Source: an optimization exercise on an open RTL-to-GDS flow (aim: a short achievable clock period and few clock cycles per item). Production flows keep margins and buffers that such runs may drop.
In this exercise RTL edits were held to simulation tests only and were not proved equivalent to the original.
Power figures rest on the tool's default switching activity, not on a simulated workload.

## v58
Design cpu16_backend, start of the top module:
module cpu16_backend
(
    input  logic    clk,
    input  logic    reset,
    input  logic    in_valid,
    output logic    in_ready,
    input  logic [15:0] in_instr,
    output logic    retire_valid,
    input  logic    retire_ready,
    output logic [32:0]  retire,
    output logic [REGVAL_W-1:0] regval
);
==> flow/config.mk <==
export PLATFORM = sky130hd
export DESIGN_NAME = cpu16_backend
export DESIGN_NICKNAME = cpu16_backend
export VERILOG_FILES = /design/flow/design.v
export SDC_FILE = /design/flow/constraint.sdc
export NUM_CORES = 4
export LEC_CHECK = 0
export ABC_CLOCK_PERIOD_IN_PS = 1000
export CAP_MARGIN = 20
export CORE_MARGIN = 2
export CORE_UTILIZATION = 30
export CTS_CLUSTER_DIAMETER = 50
export CTS_CLUSTER_SIZE = 20
export PLACE_DENSITY = 0.5
export SETUP_SLACK_MARGIN = 3.2
export SLEW_MARGIN = 20
export TNS_END_PERCENT = 100
==> flow/constraint.sdc <==
create_clock -name core_clock -period 5.0 [get_ports {clk}]
set_input_delay 1.0000 -clock core_clock [delete_from_list [all_inputs] [get_ports {clk}]]
set_output_delay 1.0000 -clock core_clock [all_outputs]
set_load 0.01 [all_outputs]
standard.sh (not shown) runs the stock make flow with config.mk's settings and CLKGATE_MAP_FILE= SYNTH_SCRIPT=/design/flow/synth_recipe.tcl, a recipe that flattens the netlist after the stock synthesis.
==> flow/flow/run.sh <==
#!/bin/bash
# The standard layout, except that synthesis leaves adders to ABC instead of
# mapping them onto the library's half- and full-adder cells.
set -euo pipefail
bash standard.sh ADDER_MAP_FILE= finish > flow.log 2>&1
v58 | status: complete | timing, DRC, antenna: pass
Testbench counts of v58, summed over its fixed seeds: cycles 3,327, instructions 3,200.
Relative to v58, the following input files were edited for v5:
# v58
export LEC_CHECK = 0
export ABC_CLOCK_PERIOD_IN_PS = 1000
export CAP_MARGIN = 20
export CORE_MARGIN = 2
export CORE_UTILIZATION = 30
export CTS_CLUSTER_DIAMETER = 50
export CTS_CLUSTER_SIZE = 20
export PLACE_DENSITY = 0.5
export SETUP_SLACK_MARGIN = 3.2
export SLEW_MARGIN = 20
export TNS_END_PERCENT = 100
create_clock -name core_clock -period 5.0 [get_ports {clk}]
# v5
export LEC_CHECK = 0
export ABC_CLOCK_PERIOD_IN_PS = 1000
export CAP_MARGIN = 20
export CORE_MARGIN = 2
export CORE_UTILIZATION = 30
export PLACE_DENSITY = 0.5
export SETUP_SLACK_MARGIN = 3.2
export SLEW_MARGIN = 20
export TNS_END_PERCENT = 100
create_clock -name core_clock -period 5.0 [get_ports {clk}]
==> comparison <==
Clock share of power in v5 is 2.1 points below v58. Compared with v58, in v5 routed wire length shows an increase of about 0.5%, share of total power in combinational logic shows no meaningful change, number of instances resized during post-cts repair shows a reduction of 0.98%. Compared with v58, v5 has extra setup slack.
> inputs changed (v5 -> v28)
==> flow/flow/run.sh <==
#!/bin/bash
# The standard layout, except that synthesis leaves adders to ABC instead of
# mapping them onto the library's half- and full-adder cells, and the slow
# majority cell is kept out of the netlist.
set -euo pipefail
PLAT=$(sed -n '/^export DONT_USE_CELLS +=/,/[^\\]$/p' "$FLOW_HOME/platforms/sky130hd/config.mk" | sed -e 's/export DONT_USE_CELLS +=//' -e 's/\\//g' | tr -s ' \n' ' ')
SLOW="sky130_fd_sc_hd__maj3_* sky130_fd_sc_hd__or4_* sky130_fd_sc_hd__or4b_* sky130_fd_sc_hd__or4bb_* sky130_fd_sc_hd__nor4_* sky130_fd_sc_hd__nor4b_* sky130_fd_sc_hd__nor4bb_* sky130_fd_sc_hd__a2111o_* sky130_fd_sc_hd__o2111a_* sky130_fd_sc_hd__mux4_*"
echo "DONT_USE_CELLS=$PLAT $SLOW" > dont_use.txt
bash standard.sh ADDER_MAP_FILE= "DONT_USE_CELLS=$PLAT $SLOW" finish > flow.log 2>&1
Findings:
Max fmax across v28 and v5: v5
On synthesized area, v28 does worse than v5.
Worst supply voltage drop on vdd of v28 exceeds that of v5 by more than 10%.
Post-synthesis cell count (v5 / v28): 0.909
Diff v5 -> v28: share of power burned in the clock network dropped 2.1 points; met2 wire length climbed about 0.9%.
diff inputs: v28 => v15
==> flow/flow/run.sh <==
#!/bin/bash
# The standard layout, except that synthesis leaves adders to ABC instead of
# mapping them onto the library's half- and full-adder cells, and the slow
# majority cell is kept out of the netlist.
set -euo pipefail
PLAT=$(sed -n '/^export DONT_USE_CELLS +=/,/[^\\]$/p' "$FLOW_HOME/platforms/sky130hd/config.mk" | sed -e 's/export DONT_USE_CELLS +=//' -e 's/\\//g' | tr -s ' \n' ' ')
SLOW="sky130_fd_sc_hd__maj3_*"
echo "DONT_USE_CELLS=$PLAT $SLOW" > dont_use.txt
bash standard.sh ADDER_MAP_FILE= "DONT_USE_CELLS=$PLAT $SLOW" finish > flow.log 2>&1
## What came out
- Relative to v28, global-route usage has gone down in v15.
- Final estimated routing congestion in global placement shrinks by a few percent when moving from v28 to v15.
- The end of the critical path comes out regval[110] in one run and retire[16] in the other, namely in v15 and v28 respectively.
- v28 -> v15: final design instance area without fill decreased by a few percent
- Changes observed in v15 relative to v28: power -10%, detailed-routed wire length on met2 down about 3%, wire length of the first global-routing pass moved down, worst hold slack shrank by 6.0 ps.
- v15 vs. v28: layout overhead on the synthesized area went down by 0.44 points.
- Diff v28 -> v15 | worst reg-to-reg path cell count | increase of 2
The following lists how v30 was set up differently from v15:
# v15
export LEC_CHECK = 0
export ABC_CLOCK_PERIOD_IN_PS = 1000
export CAP_MARGIN = 20
export CORE_MARGIN = 2
export CORE_UTILIZATION = 30
export PLACE_DENSITY = 0.5
export SETUP_SLACK_MARGIN = 3.2
export SLEW_MARGIN = 20
export TNS_END_PERCENT = 100
create_clock -name core_clock -period 5.0 [get_ports {clk}]
# v30
export LEC_CHECK = 0
export ABC_CLOCK_PERIOD_IN_PS = 1000
export CAP_MARGIN = 20
export CORE_MARGIN = 2
export CORE_UTILIZATION = 45
export PLACE_DENSITY = 0.62
export SETUP_SLACK_MARGIN = 3.2
export SLEW_MARGIN = 20
export TNS_END_PERCENT = 100
create_clock -name core_clock -period 5.0 [get_ports {clk}]
==> flow/flow/run.sh <==
#!/bin/bash
# The standard layout, except that synthesis leaves adders to ABC instead of
# mapping them onto the library's half- and full-adder cells.
set -euo pipefail
bash standard.sh ADDER_MAP_FILE= finish > flow.log 2>&1
[summary]
- Routed wire in v30 totals less than in v15.
- In the tables for v30 and v15, die extent in y reads lower with v30.
- [compare] base=v15 new=v30: clock-buffer cell count went down; combinational power down about 4%; maximum frequency -2.4%.
- Changes observed in v30 relative to v15: number of non-clock buffers higher; slack of the worst reg-to-reg path lower; number of post-CTS setup repair buffers higher.
- Endpoint required time on the critical path: v30 and v15 compared, lower one is v15
- Multi-input combinational cell area, v30 and v15: larger value in v15

## afterwards: timing with drivers on the ports
The flow's constraints put no driver on any port. The routed layouts listed below were extracted and timed again, unchanged, in two steps. Step 1, drivers: a clkbuf_16 drives clk and a buf_2 each remaining input, both assumed. Step 2, shift: input delay + t, output delay - t, t = (earliest + latest rising clock arrival at the registers) / 2. This alone moves slack from input paths to output paths. a / b / c = no drivers / after step 1 / after step 2; a / b = the first two.
run | t, ns | slack for setup (ns) | worst hold slack (ns)
v58 | 0.697 | 2.866 / 2.805 / 2.431 | 0.324 / 0.324 / 0.324
v5 | 0.706 | 2.874 / 2.809 / 2.408 | 0.325 / 0.325 / 0.325
v28 | 0.720 | 2.863 / 2.799 / 2.395 | 0.326 / 0.326 / 0.326
v15 | 0.714 | 2.879 / 2.807 / 2.357 | 0.320 / 0.320 / 0.320
v30 | 0.693 | 2.826 / 2.822 / 2.463 | 0.323 / 0.323 / 0.323
After both steps setup and hold are still met in every run listed. For v15, which loses most, drivers alone change the setup slack by -0.072 ns; drivers and shift together by -0.522 ns.
